This design comes from an exercise in tuning for small area, a short achievable clock period and few clock cycles on the open sky130 flow, not from production work. Function was checked by simulation only, so behaviour that the tests miss may differ from the original.

## design/flow/design.v

```verilog
`default_nettype none
package epa_pkg;
  localparam int SCALAR_W = 32;
  localparam int APB_DW   = 32;
  localparam int APB_AW   = 4;
  typedef enum logic [1:0] {
    ALU_ADD,
    ALU_SUB,
    ALU_MUL,
    ALU_INV
  } alu_op_t;
  typedef struct packed {
    logic    start;
    alu_op_t op;
  } alu_req_t;
endpackage
`default_nettype wire
`default_nettype none
module epa_alu #(
  parameter int W = 31
) (
  input  logic               clk,
  input  logic               rst,
  input  epa_pkg::alu_req_t  req,
  input  logic [W-1:0]       a,
  input  logic [W-1:0]       b,
  input  logic [W-1:0]       p,
  output logic               done,
  output logic [W-1:0]       res
);
  localparam int XW = W + 3;
  localparam int CW = $clog2(W + 1);
  typedef enum logic [2:0] {
    A_IDLE,
    A_MUL,
    A_CHK,
    A_DIV,
    A_UPD,
    A_FIX
  } alu_state_t;
  alu_state_t st;
  logic [W-1:0] acc_r, mplr, mcand;
  logic [CW-1:0] cnt;
  logic [W-1:0] aa, mm, rem, dvd;
  logic signed [XW-1:0] x, y, qy;
  logic deg;
  logic [W:0] pz, sum, sum_r, dif, dif_r;
  logic [W:0] t_dbl, t_dbl_r, t_add, t_add_r;
  logic [W:0] rt, rdiff;
  logic qb;
  logic [W-1:0] rem_next;
  logic signed [XW-1:0] qy_next, pext, xa, xf;
  logic done_next;
  always_comb begin
    deg = (p < W'(2));
    pz  = {1'b0, p};
    sum   = {1'b0, a} + {1'b0, b};
    sum_r = (sum >= pz) ? sum - pz : sum;
    dif   = {1'b0, a} + pz - {1'b0, b};
    dif_r = (dif >= pz) ? dif - pz : dif;
    t_dbl   = {acc_r, 1'b0};
    t_dbl_r = (t_dbl >= pz) ? t_dbl - pz : t_dbl;
    t_add   = t_dbl_r + (mplr[W-1] ? {1'b0, mcand} : '0);
    t_add_r = (t_add >= pz) ? t_add - pz : t_add;
    rt       = {rem, dvd[W-1]};
    qb       = (rt >= {1'b0, mm});
    rdiff    = rt - {1'b0, mm};
    rem_next = qb ? rdiff[W-1:0] : rt[W-1:0];
    qy_next  = (qy <<< 1) + (qb ? y : '0);
    pext = $signed({3'b000, p});
    xa   = x[XW-1] ? x + pext : x;
    xf   = (xa >= pext) ? xa - pext : xa;
    done_next = 1'b0;
    case (st)
      A_IDLE: begin
        done_next = req.start & (deg | (req.op == epa_pkg::ALU_ADD) |
                                 (req.op == epa_pkg::ALU_SUB));
      end
      A_MUL:   done_next = (cnt == CW'(1));
      A_FIX:   done_next = 1'b1;
      default: done_next = 1'b0;
    endcase
  end
  always_ff @(posedge clk) begin
    if (rst) begin
      st   <= A_IDLE;
      done <= 1'b0;
    end else begin
      done <= done_next;
      case (st)
        A_IDLE: begin
          if (req.start) begin
            if (deg) begin
              res <= '0;
            end else begin
              case (req.op)
                epa_pkg::ALU_ADD: begin
                  res <= sum_r[W-1:0];
                end
                epa_pkg::ALU_SUB: begin
                  res <= dif_r[W-1:0];
                end
                epa_pkg::ALU_MUL: begin
                  acc_r <= '0;
                  mplr  <= a;
                  mcand <= b;
                  cnt   <= CW'(W);
                  st    <= A_MUL;
                end
                default: begin
                  aa <= a;
                  mm <= p;
                  x  <= XW'(1);
                  y  <= '0;
                  st <= A_CHK;
                end
              endcase
            end
          end
        end
        A_MUL: begin
          acc_r <= t_add_r[W-1:0];
          mplr  <= mplr << 1;
          cnt   <= cnt - CW'(1);
          if (cnt == CW'(1)) begin
            res <= t_add_r[W-1:0];
            st  <= A_IDLE;
          end
        end
        A_CHK: begin
          if (aa > W'(1) && mm != '0) begin
            rem <= '0;
            dvd <= aa;
            qy  <= '0;
            cnt <= CW'(W);
            st  <= A_DIV;
          end else begin
            st <= A_FIX;
          end
        end
        A_DIV: begin
          rem <= rem_next;
          dvd <= dvd << 1;
          qy  <= qy_next;
          cnt <= cnt - CW'(1);
          if (cnt == CW'(1)) begin
            st <= A_UPD;
          end
        end
        A_UPD: begin
          mm <= rem;
          aa <= mm;
          y  <= x - qy;
          x  <= y;
          st <= A_CHK;
        end
        A_FIX: begin
          res <= xf[W-1:0];
          st  <= A_IDLE;
        end
        default: st <= A_IDLE;
      endcase
    end
  end
endmodule
`default_nettype wire
`default_nettype none
module ecc_point_arithmetic_gfp_top #(
  parameter int FIELD_BITS = 31
) (
  input  logic                           clk,
  input  logic                           rst,
  input  logic                           in_valid,
  output logic                           in_ready,
  input  logic [1:0]                     kind,
  input  logic [FIELD_BITS-1:0]          p_x,
  input  logic [FIELD_BITS-1:0]          p_y,
  input  logic                           p_inf,
  input  logic [FIELD_BITS-1:0]          q_x,
  input  logic [FIELD_BITS-1:0]          q_y,
  input  logic                           q_inf,
  input  logic signed [epa_pkg::SCALAR_W-1:0] scalar,
  output logic                           out_valid,
  input  logic                           out_ready,
  output logic [FIELD_BITS-1:0]          r_x,
  output logic [FIELD_BITS-1:0]          r_y,
  output logic                           r_inf,
  output logic                           on_curve,
  input  logic                           psel,
  input  logic                           penable,
  input  logic                           pwrite,
  input  logic [epa_pkg::APB_AW-1:0]     paddr,
  input  logic [epa_pkg::APB_DW-1:0]     pwdata,
  output logic [epa_pkg::APB_DW-1:0]     prdata,
  output logic                           pready
);
  localparam int W  = FIELD_BITS;
  localparam int KW = epa_pkg::SCALAR_W;
  localparam logic [1:0] KIND_ADD = 2'd0;
  localparam logic [1:0] KIND_DBL = 2'd1;
  localparam logic [1:0] KIND_MUL = 2'd2;
  localparam logic [1:0] KIND_CHK = 2'd3;
  localparam logic [1:0] REG_MODULUS = 2'd0;
  localparam logic [1:0] REG_CURVE_A = 2'd1;
  localparam logic [1:0] REG_CURVE_B = 2'd2;
  typedef enum logic [5:0] {
    S_IDLE,
    S_RED_PX, S_RED_PY, S_RED_QX, S_RED_QY, S_RED_A, S_RED_B,
    S_DISPATCH,
    S_ADD_CHK, S_ADD_SUMY, S_ADD_EQ,
    S_ADD_NUM, S_ADD_DEN, S_ADD_INV, S_ADD_LAM, S_ADD_LSQ,
    S_ADD_SX1, S_ADD_SX2, S_ADD_DX, S_ADD_MY, S_ADD_Y,
    S_DBL_CHK, S_DBL_XSQ, S_DBL_X3, S_DBL_NUM, S_DBL_DEN, S_DBL_INV,
    S_DBL_LAM, S_DBL_LSQ, S_DBL_X2, S_DBL_RX, S_DBL_DX, S_DBL_MY, S_DBL_Y,
    S_MUL_TEST, S_MUL_DBL, S_MUL_SHIFT, S_NEG,
    S_CRV_CHK, S_CRV_YSQ, S_CRV_XSQ, S_CRV_X3, S_CRV_AX, S_CRV_S1, S_CRV_S2,
    S_CRV_CMP,
    S_FINISH
  } state_t;
  state_t state, nxt;
  logic [W-1:0] modulus, curve_a, curve_b;
  logic [W-1:0] ax, ay, bx, by, t0, t1, lam, cx, ca, cb;
  logic ainf, binf, dsel, run, neg, onc;
  logic [1:0] op_kind;
  logic [KW-1:0] mag, kmag;
  epa_pkg::alu_req_t alu_req;
  epa_pkg::alu_op_t  alu_op;
  logic              op_en, alu_done;
  logic [W-1:0]      opa, opb, alu_res;
  logic [W-1:0] sx, sy;
  logic         sinf, cfg_wr;
  state_t       add_next, dbl_next;
  assign pready   = 1'b1;
  assign in_ready = (state == S_IDLE);
  assign cfg_wr   = psel & penable & pwrite & pready;
  always_comb begin
    prdata = '0;
    case (paddr[3:2])
      REG_MODULUS: prdata = epa_pkg::APB_DW'(modulus);
      REG_CURVE_A: prdata = epa_pkg::APB_DW'(curve_a);
      REG_CURVE_B: prdata = epa_pkg::APB_DW'(curve_b);
      default:     prdata = '0;
    endcase
  end
  always_ff @(posedge clk) begin
    if (rst) begin
      modulus <= W'(97);
      curve_a <= W'(2);
      curve_b <= W'(3);
    end else if (cfg_wr) begin
      case (paddr[3:2])
        REG_MODULUS: modulus <= pwdata[W-1:0];
        REG_CURVE_A: curve_a <= pwdata[W-1:0];
        REG_CURVE_B: curve_b <= pwdata[W-1:0];
        default: ;
      endcase
    end
  end
  always_comb begin
    sx       = dsel ? bx : ax;
    sy       = dsel ? by : ay;
    sinf     = dsel ? binf : ainf;
    add_next = (op_kind == KIND_MUL) ? S_MUL_DBL : S_FINISH;
    dbl_next = dsel ? S_MUL_SHIFT : add_next;
    kmag     = scalar[KW-1] ? ('0 - $unsigned(scalar)) : $unsigned(scalar);
  end
  always_comb begin
    op_en  = 1'b0;
    alu_op = epa_pkg::ALU_ADD;
    opa    = '0;
    opb    = '0;
    nxt    = state;
    case (state)
      S_RED_PX: begin op_en = 1'b1; alu_op = epa_pkg::ALU_MUL; opa = ax; opb = W'(1); nxt = S_RED_PY; end
      S_RED_PY: begin op_en = 1'b1; alu_op = epa_pkg::ALU_MUL; opa = ay; opb = W'(1); nxt = S_RED_QX; end
      S_RED_QX: begin op_en = 1'b1; alu_op = epa_pkg::ALU_MUL; opa = bx; opb = W'(1); nxt = S_RED_QY; end
      S_RED_QY: begin op_en = 1'b1; alu_op = epa_pkg::ALU_MUL; opa = by; opb = W'(1); nxt = S_RED_A; end
      S_RED_A: begin
        op_en = 1'b1; alu_op = epa_pkg::ALU_MUL; opa = curve_a; opb = W'(1); nxt = S_RED_B;
      end
      S_RED_B: begin
        op_en = 1'b1; alu_op = epa_pkg::ALU_MUL; opa = curve_b; opb = W'(1); nxt = S_DISPATCH;
      end
      S_ADD_SUMY: begin op_en = 1'b1; alu_op = epa_pkg::ALU_ADD; opa = ay; opb = by; nxt = S_ADD_EQ; end
      S_ADD_NUM: begin op_en = 1'b1; alu_op = epa_pkg::ALU_SUB; opa = by; opb = ay; nxt = S_ADD_DEN; end
      S_ADD_DEN: begin op_en = 1'b1; alu_op = epa_pkg::ALU_SUB; opa = bx; opb = ax; nxt = S_ADD_INV; end
      S_ADD_INV: begin op_en = 1'b1; alu_op = epa_pkg::ALU_INV; opa = t1; nxt = S_ADD_LAM; end
      S_ADD_LAM: begin op_en = 1'b1; alu_op = epa_pkg::ALU_MUL; opa = t0; opb = t1; nxt = S_ADD_LSQ; end
      S_ADD_LSQ: begin op_en = 1'b1; alu_op = epa_pkg::ALU_MUL; opa = lam; opb = lam; nxt = S_ADD_SX1; end
      S_ADD_SX1: begin op_en = 1'b1; alu_op = epa_pkg::ALU_SUB; opa = t0; opb = ax; nxt = S_ADD_SX2; end
      S_ADD_SX2: begin op_en = 1'b1; alu_op = epa_pkg::ALU_SUB; opa = t0; opb = bx; nxt = S_ADD_DX; end
      S_ADD_DX: begin op_en = 1'b1; alu_op = epa_pkg::ALU_SUB; opa = ax; opb = cx; nxt = S_ADD_MY; end
      S_ADD_MY: begin op_en = 1'b1; alu_op = epa_pkg::ALU_MUL; opa = lam; opb = t0; nxt = S_ADD_Y; end
      S_ADD_Y: begin op_en = 1'b1; alu_op = epa_pkg::ALU_SUB; opa = t0; opb = ay; nxt = add_next; end
      S_DBL_XSQ: begin op_en = 1'b1; alu_op = epa_pkg::ALU_MUL; opa = sx; opb = sx; nxt = S_DBL_X3; end
      S_DBL_X3: begin op_en = 1'b1; alu_op = epa_pkg::ALU_MUL; opa = W'(3); opb = t0; nxt = S_DBL_NUM; end
      S_DBL_NUM: begin op_en = 1'b1; alu_op = epa_pkg::ALU_ADD; opa = t0; opb = ca; nxt = S_DBL_DEN; end
      S_DBL_DEN: begin op_en = 1'b1; alu_op = epa_pkg::ALU_ADD; opa = sy; opb = sy; nxt = S_DBL_INV; end
      S_DBL_INV: begin op_en = 1'b1; alu_op = epa_pkg::ALU_INV; opa = t1; nxt = S_DBL_LAM; end
      S_DBL_LAM: begin op_en = 1'b1; alu_op = epa_pkg::ALU_MUL; opa = t0; opb = t1; nxt = S_DBL_LSQ; end
      S_DBL_LSQ: begin op_en = 1'b1; alu_op = epa_pkg::ALU_MUL; opa = lam; opb = lam; nxt = S_DBL_X2; end
      S_DBL_X2: begin op_en = 1'b1; alu_op = epa_pkg::ALU_ADD; opa = sx; opb = sx; nxt = S_DBL_RX; end
      S_DBL_RX: begin op_en = 1'b1; alu_op = epa_pkg::ALU_SUB; opa = t0; opb = t1; nxt = S_DBL_DX; end
      S_DBL_DX: begin op_en = 1'b1; alu_op = epa_pkg::ALU_SUB; opa = sx; opb = cx; nxt = S_DBL_MY; end
      S_DBL_MY: begin op_en = 1'b1; alu_op = epa_pkg::ALU_MUL; opa = lam; opb = t0; nxt = S_DBL_Y; end
      S_DBL_Y: begin op_en = 1'b1; alu_op = epa_pkg::ALU_SUB; opa = t0; opb = sy; nxt = dbl_next; end
      S_NEG: begin op_en = 1'b1; alu_op = epa_pkg::ALU_SUB; opa = '0; opb = ay; nxt = S_FINISH; end
      S_CRV_YSQ: begin op_en = 1'b1; alu_op = epa_pkg::ALU_MUL; opa = ay; opb = ay; nxt = S_CRV_XSQ; end
      S_CRV_XSQ: begin op_en = 1'b1; alu_op = epa_pkg::ALU_MUL; opa = ax; opb = ax; nxt = S_CRV_X3; end
      S_CRV_X3: begin op_en = 1'b1; alu_op = epa_pkg::ALU_MUL; opa = t1; opb = ax; nxt = S_CRV_AX; end
      S_CRV_AX: begin op_en = 1'b1; alu_op = epa_pkg::ALU_MUL; opa = ca; opb = ax; nxt = S_CRV_S1; end
      S_CRV_S1: begin op_en = 1'b1; alu_op = epa_pkg::ALU_ADD; opa = t1; opb = lam; nxt = S_CRV_S2; end
      S_CRV_S2: begin op_en = 1'b1; alu_op = epa_pkg::ALU_ADD; opa = t1; opb = cb; nxt = S_CRV_CMP; end
      default: ;
    endcase
    alu_req.start = op_en & ~run;
    alu_req.op    = alu_op;
  end
  epa_alu #(
    .W (W)
  ) u_alu (
    .clk  (clk),
    .rst  (rst),
    .req  (alu_req),
    .a    (opa),
    .b    (opb),
    .p    (modulus),
    .done (alu_done),
    .res  (alu_res)
  );
  always_ff @(posedge clk) begin
    if (rst) begin
      state     <= S_IDLE;
      run       <= 1'b0;
      dsel      <= 1'b0;
      out_valid <= 1'b0;
    end else begin
      if (out_valid && out_ready && state != S_FINISH) begin
        out_valid <= 1'b0;
      end
      if (op_en) begin
        if (!run) begin
          run <= 1'b1;
        end else if (alu_done) begin
          run   <= 1'b0;
          state <= nxt;
          case (state)
            S_RED_PX, S_RED_PY, S_RED_QX, S_RED_QY: begin
              if (state == S_RED_PX) ax <= alu_res;
              if (state == S_RED_PY) ay <= alu_res;
              if (state == S_RED_QX) bx <= alu_res;
              if (state == S_RED_QY) by <= alu_res;
            end
            S_RED_A: ca <= alu_res;
            S_RED_B: cb <= alu_res;
            S_ADD_LAM, S_DBL_LAM, S_CRV_AX: lam <= alu_res;
            S_ADD_SX2, S_DBL_RX: cx <= alu_res;
            S_ADD_DEN, S_ADD_INV, S_DBL_DEN, S_DBL_INV, S_DBL_X2,
            S_CRV_XSQ, S_CRV_X3, S_CRV_S1, S_CRV_S2: t1 <= alu_res;
            S_ADD_Y: begin
              ax   <= cx;
              ay   <= alu_res;
              ainf <= 1'b0;
            end
            S_DBL_Y: begin
              if (dsel) begin
                bx   <= cx;
                by   <= alu_res;
                binf <= 1'b0;
              end else begin
                ax   <= cx;
                ay   <= alu_res;
                ainf <= 1'b0;
              end
            end
            S_NEG: ay <= alu_res;
            default: t0 <= alu_res;
          endcase
        end
      end else begin
        case (state)
          S_IDLE: begin
            if (in_valid) begin
              ax      <= p_x;
              ay      <= p_y;
              ainf    <= p_inf;
              bx      <= q_x;
              by      <= q_y;
              binf    <= q_inf;
              op_kind <= kind;
              mag     <= kmag;
              neg     <= scalar[KW-1];
              onc     <= 1'b0;
              dsel    <= 1'b0;
              state   <= S_RED_PX;
            end
          end
          S_DISPATCH: begin
            case (op_kind)
              KIND_ADD: state <= S_ADD_CHK;
              KIND_DBL: state <= S_DBL_CHK;
              KIND_MUL: begin
                bx    <= ax;
                by    <= ay;
                binf  <= ainf;
                ainf  <= 1'b1;
                state <= S_MUL_TEST;
              end
              default: state <= S_CRV_CHK;
            endcase
          end
          S_ADD_CHK: begin
            dsel <= 1'b0;
            if (ainf) begin
              ax    <= bx;
              ay    <= by;
              ainf  <= binf;
              state <= add_next;
            end else if (binf) begin
              state <= add_next;
            end else if (ax == bx) begin
              state <= S_ADD_SUMY;
            end else begin
              state <= S_ADD_NUM;
            end
          end
          S_ADD_EQ: begin
            if (t0 == '0) begin
              ainf  <= 1'b1;
              state <= add_next;
            end else begin
              state <= S_DBL_CHK;
            end
          end
          S_DBL_CHK: begin
            if (sinf || sy == '0) begin
              if (dsel) binf <= 1'b1;
              else      ainf <= 1'b1;
              state <= dbl_next;
            end else begin
              state <= S_DBL_XSQ;
            end
          end
          S_MUL_TEST: begin
            if (mag == '0) begin
              state <= (neg && !ainf) ? S_NEG : S_FINISH;
            end else if (mag[0]) begin
              state <= S_ADD_CHK;
            end else begin
              state <= S_MUL_DBL;
            end
          end
          S_MUL_DBL: begin
            dsel  <= 1'b1;
            state <= S_DBL_CHK;
          end
          S_MUL_SHIFT: begin
            dsel  <= 1'b0;
            mag   <= mag >> 1;
            state <= S_MUL_TEST;
          end
          S_CRV_CHK: begin
            if (ainf) begin
              onc   <= 1'b1;
              state <= S_FINISH;
            end else begin
              state <= S_CRV_YSQ;
            end
          end
          S_CRV_CMP: begin
            onc   <= (t0 == t1);
            state <= S_FINISH;
          end
          S_FINISH: begin
            if (!out_valid || out_ready) begin
              r_x       <= (op_kind != KIND_CHK && !ainf) ? ax : '0;
              r_y       <= (op_kind != KIND_CHK && !ainf) ? ay : '0;
              r_inf     <= (op_kind != KIND_CHK) & ainf;
              on_curve  <= (op_kind == KIND_CHK) & onc;
              out_valid <= 1'b1;
              state     <= S_IDLE;
            end
          end
          default: state <= S_IDLE;
        endcase
      end
    end
  end
endmodule
`default_nettype wire
```

## design/flow/run.sh

```bash
#!/bin/bash
# synth_recipe.tcl (not shown) runs the flow's synth.tcl, then flattens the netlist and writes it again
# the make line also repeats each setting of config.mk as NAME=value (left out here)
make -C /OpenROAD-flow-scripts/flow DESIGN_CONFIG=/design/flow/config.mk WORK_HOME=/design/flow/orfs CLKGATE_MAP_FILE= SYNTH_SCRIPT=/design/flow/synth_recipe.tcl finish
```

## design/flow/config.mk

```make
export PLATFORM = sky130hd
export DESIGN_NAME = ecc_point_arithmetic_gfp_top
export DESIGN_NICKNAME = ecc_point_arithmetic_gfp_top
export VERILOG_FILES = /design/flow/design.v
export SDC_FILE = /design/flow/constraint.sdc
export NUM_CORES = 4
export LEC_CHECK = 0
export CAP_MARGIN = 20
export CORE_MARGIN = 2
export CORE_UTILIZATION = 40
export SLEW_MARGIN = 20
```

## design/flow/constraint.sdc

```tcl
create_clock -name core_clock -period 10.0 [get_ports {clk}]
set_input_delay 2.0000 -clock core_clock [delete_from_list [all_inputs] [get_ports {clk}]]
set_output_delay 2.0000 -clock core_clock [all_outputs]
set_load 0.01 [all_outputs]
```

==> summary.txt <==
Worst setup path
  – Slowest cell on crit path: nor2_2
  – Worst R2R Start: state[4]
  – Worst Path Required: 10.42 ns
  – Reg2reg setup slack: 0.54 ns
  – Crit path max-delay family: compound AO/OA/AOI/OAI gates
  – CP Max Fanout: 26
  – Worst setup SP type: flip-flop
  – Worst Setup Path Type: reg -> reg
  – Worst path max stage delay: 0.78 ns
  – R2R Path End: u_alu.res[0]
  – Worst R2R Path Depth: 34
  – Critical path capture point type: flip-flop
  – CP Buf/Inv Count: 6
  – Arrival time of the worst setup path: 9.88 ns
  – Top cell by count, worst path: buf_4

Routing
  – Mean number of vias per cell: 6.240
  – Routed Wire Length: 274300 um
  – Metal3 WL: 28040 um
  – Detailed-route wire length per cell: 27.95 um
  – M1 wire length: 114600 um
  – Max layer used: met5
  – Via Count: 61241
  – DRT Pass-1 Iters: 8
  – Drt drc: 0
  – Routed Antenna Nets: 0
  – Met2 wire len: 117600 um
  – Starting DRT DRC Count: 7993

Floorplan
  – Die W: 406.4 um
  – Core area: 160800 um^2
  – Starting density of the core: 0.4028
  – FP Rows: 147
  – # IOs: 302
  – Die Y-Extent: 406.4 um
  – Die Area: 165100 um^2

Timing
  – Slew @ Worst Pin: 1.371 ns
  – Final setup skew: 0.06254 ns
  – Fmax: 105.7 MHz
  – Crit share post-route: 0.9457
  – RSZ-0062 raised after global routing: false
  – Final number of setup-violating endpoints: 0
  – Post-route minimum period: 9.457 ns
  – Final setup TNS: 0 ns
  – Final Slew Violations: 0
  – Normalized max-slew margin: 0.07786
  – Final Hold Viols: 0

Global routing
  – Initial antenna violation count: 22
  – Vias in the first global route: 57506
  – First-pass GRT wire length: 394100 um
  – Pin count of the biggest net entering global routing: 89
  – GR Overflow Total: 0
  – Global-route usage over all layers: 0.3241

Clock tree
  – Worst skew pair latency: 0.76 ns
  – Clock slew at reported path FFs: 0.06 ns
  – CTS root buffer: clkbuf_16
  – CTS Buf Count: 105
  – Clk sinks: 873
  – CTS Hold Bufs: 0
  – Bufs on Longest Clock Path: 3
  – CTS tree: built
  – Htree depth: 3

Finish
  – Share of cells above drive strength 1: 0.08015
  – Multi-input gate area: 37340 um^2
  – Final instance area: 74930 um^2
  – Post-layout util: 0.4661
  – Fin nets: 8181
  – FILL cells: 15530
  – Area Overhead vs Synth: 15.71%
  – FF/Latch Area: 25160 um^2

Logic synthesis
  – Post-synthesis sequential area ratio: 0.3884
  – Cells after synthesis: 7285
  – Most used DFF post-synth: edfxtp_1
  – Post-Synthesis Cell Area: 64760 um^2
  – Synth unique cells: 95
  – Avg Inst Size Synth: 8.889 um^2
  – Net Count, Synth: 7909
  – Post-synth EDFFs: 767
  – Asr flop ratio synth: 0
  – Synthesis-stage register bit count: 873
  – Ys Warns: 2

Worst hold path
  – Worst hold stages: 2
  – Hold Path End: curve_a[16]
  – Hold Crit Start: curve_a[16]
  – Hold Path Class: reg -> reg

Run status
  – Result of the run: timing/DRC/antenna clean

Placed design
  – Port buffer count: 296
  – DP Area: 71250 um^2
  – DP HPWL: 214200 um
  – Routability cong.: 1.020

Flow run
  – Max_cap viols: 0
==> cells in the final DEF (no fill, tap or decap), types with 148 or more instances in the layout <==
cell type and n:
o21ai_0 415, nor2_1 487, buf_4 249, a21oi_1 590, inv_1 296, xnor2_1 260, edfxtp_1 767, xor2_1 148
nand3_1 167, ha_1 379, a31oi_1 177, clkdlybuf4s50_1 293, and3_1 177, nand2_1 1106
==> through the flow <==
stage               setup WS, ns  cells  hold slack, ns
finish                    0.5428   9814          0.4748
global route              0.1501   9809          0.4940
CTS                       0.6577   9808          0.4694
detailed placement        0.7714   9610          0.4601
global placement          0.7100   9610          0.4589
floorplan                 0.2504   7285          0.4492
==> worst reg2reg max path, delay by kind of cell, from the launching register on <==
kind	cells	cell delay, ns
fa+ha+maj	3	1.13
flops	1	0.31
compound gates	17	3.18
buf+inv	6	1.29
xor+xnor	1	0.25
simple gates	7	2.94
==> registers in the layout (all words and copies together), names as in the netlist, 32 cells and up <==
signal / flops
u_alu.qy: 34
u_alu.x: 34
mag: 32
u_alu.y: 34
==> cell type report <==
cell class / instances / share of cell area
Sequential cell: 873 / 0.3358
Multi-Input combinational cell: 5728 / 0.4983
Tap cell: 2160 / 0.03607
Timing Repair Buffer: 550 / 0.06582
Inverter: 299 / 0.01498
Clock inverter: 60 / 0.01052
Antenna cell: 6 / 0.0002004
Clock buffer: 138 / 0.03835
==> synthesized netlist by cell type (64+ instances only) <==
| master | n | area, um^2 |
|---|---|---|
| a31oi_1 | 178 | 1114 |
| clkbuf_1 | 344 | 1291 |
| a221o_1 | 69 | 690.7 |
| o211ai_1 | 69 | 518.0 |
| nor3_1 | 105 | 525.5 |
| a211oi_1 | 92 | 690.7 |
| ha_1 | 379 | 4742 |
| a221oi_1 | 109 | 954.7 |
| xor2_1 | 148 | 1296 |
| mux2_2 | 64 | 720.7 |
| and2_1 | 127 | 794.5 |
| and3_1 | 177 | 1107 |
| o21ai_0 | 418 | 2092 |
| nand2b_1 | 68 | 425.4 |
| a21oi_1 | 591 | 2958 |
| nor2b_1 | 94 | 588.1 |
| a22oi_1 | 70 | 525.5 |
| a21o_1 | 134 | 1006 |
| edfxtp_1 | 767 | 23030 |
| mux2i_1 | 121 | 1211 |
| nand2_1 | 1110 | 4167 |
| inv_1 | 296 | 1111 |
| nor2_1 | 499 | 1873 |
| nand3_1 | 168 | 840.8 |
| xnor2_1 | 260 | 2277 |
| nand4_1 | 71 | 444.2 |
| dfxtp_1 | 106 | 2122 |
==> timing repair <==
item | in CTS | in global routing
setup endpoints to repair | 0 | 4
resized for setup | 0 | 1
buffers inserted | 0 | 0
==> how the worst max path moves through the flow <==
stage	startpoint	to	cells past startpoint
2_1_floorplan	rst	on_curve	3
6_report	state[4]	u_alu.res[0]	34
3_5_place_dp	state[2]	u_alu.res[0]	34
3_3_place_gp	state[2]	u_alu.res[0]	33
4_1_cts	state[2]	u_alu.res[0]	34
5_1_grt	state[4]	u_alu.res[0]	33
==> per-layer routing <==
| layer | vias up | track usage |
|---|---|---|
| met5 | - | 0 |
| met1 | 29780 | 0.4411 |
| met4 | 18 | 0.1395 |
| met3 | 604 | 0.07891 |
| met2 | 3250 | 0.4885 |
| li1 | 27589 | - |
==> logic make-up after synthesis <==
logic type | after synthesis | share of synthesized area
xor gates and xnor gates | 410 | 0.05578
DFF | 873 | 0.3884
AOI/OAI and AO/OA | 2126 | 0.2150
and+or+nand+nor | 2583 | 0.1844
buffers and inverters | 684 | 0.04001
other | 2 | 0.0001160
muxes | 186 | 0.03006
adders and majority gates | 421 | 0.08621
Testbench counts, summed over its fixed seeds: cycles 1,193,365.

-- port drivers added, routing unchanged --
Ports are ideal in the flow. The routed layout listed here was re-timed in OpenROAD.
Step 1, drivers: a clkbuf_16 drives clk and a buf_2 each remaining input, both assumed.
Step 2 adds t to the input delays and takes it off the output delays; t is the mean of the earliest and latest rising clock arrival at the registers after step 1. Input paths then give back, and output paths get back, about the clock's delay inside the block.
a / b / c = ideal ports / drivers / drivers and shift; a / b = the first two.
t, ns: 0.804
setup slack, ns: 0.543 / 0.543 / 0.543
hold WS [ns]: 0.475 / 0.475 / 0.475
cell pins on the clock port's net: 1
After both steps setup and hold are still met in this run. The setup slack of this run moves by 0.000 ns with the drivers and by 0.000 ns with both steps.
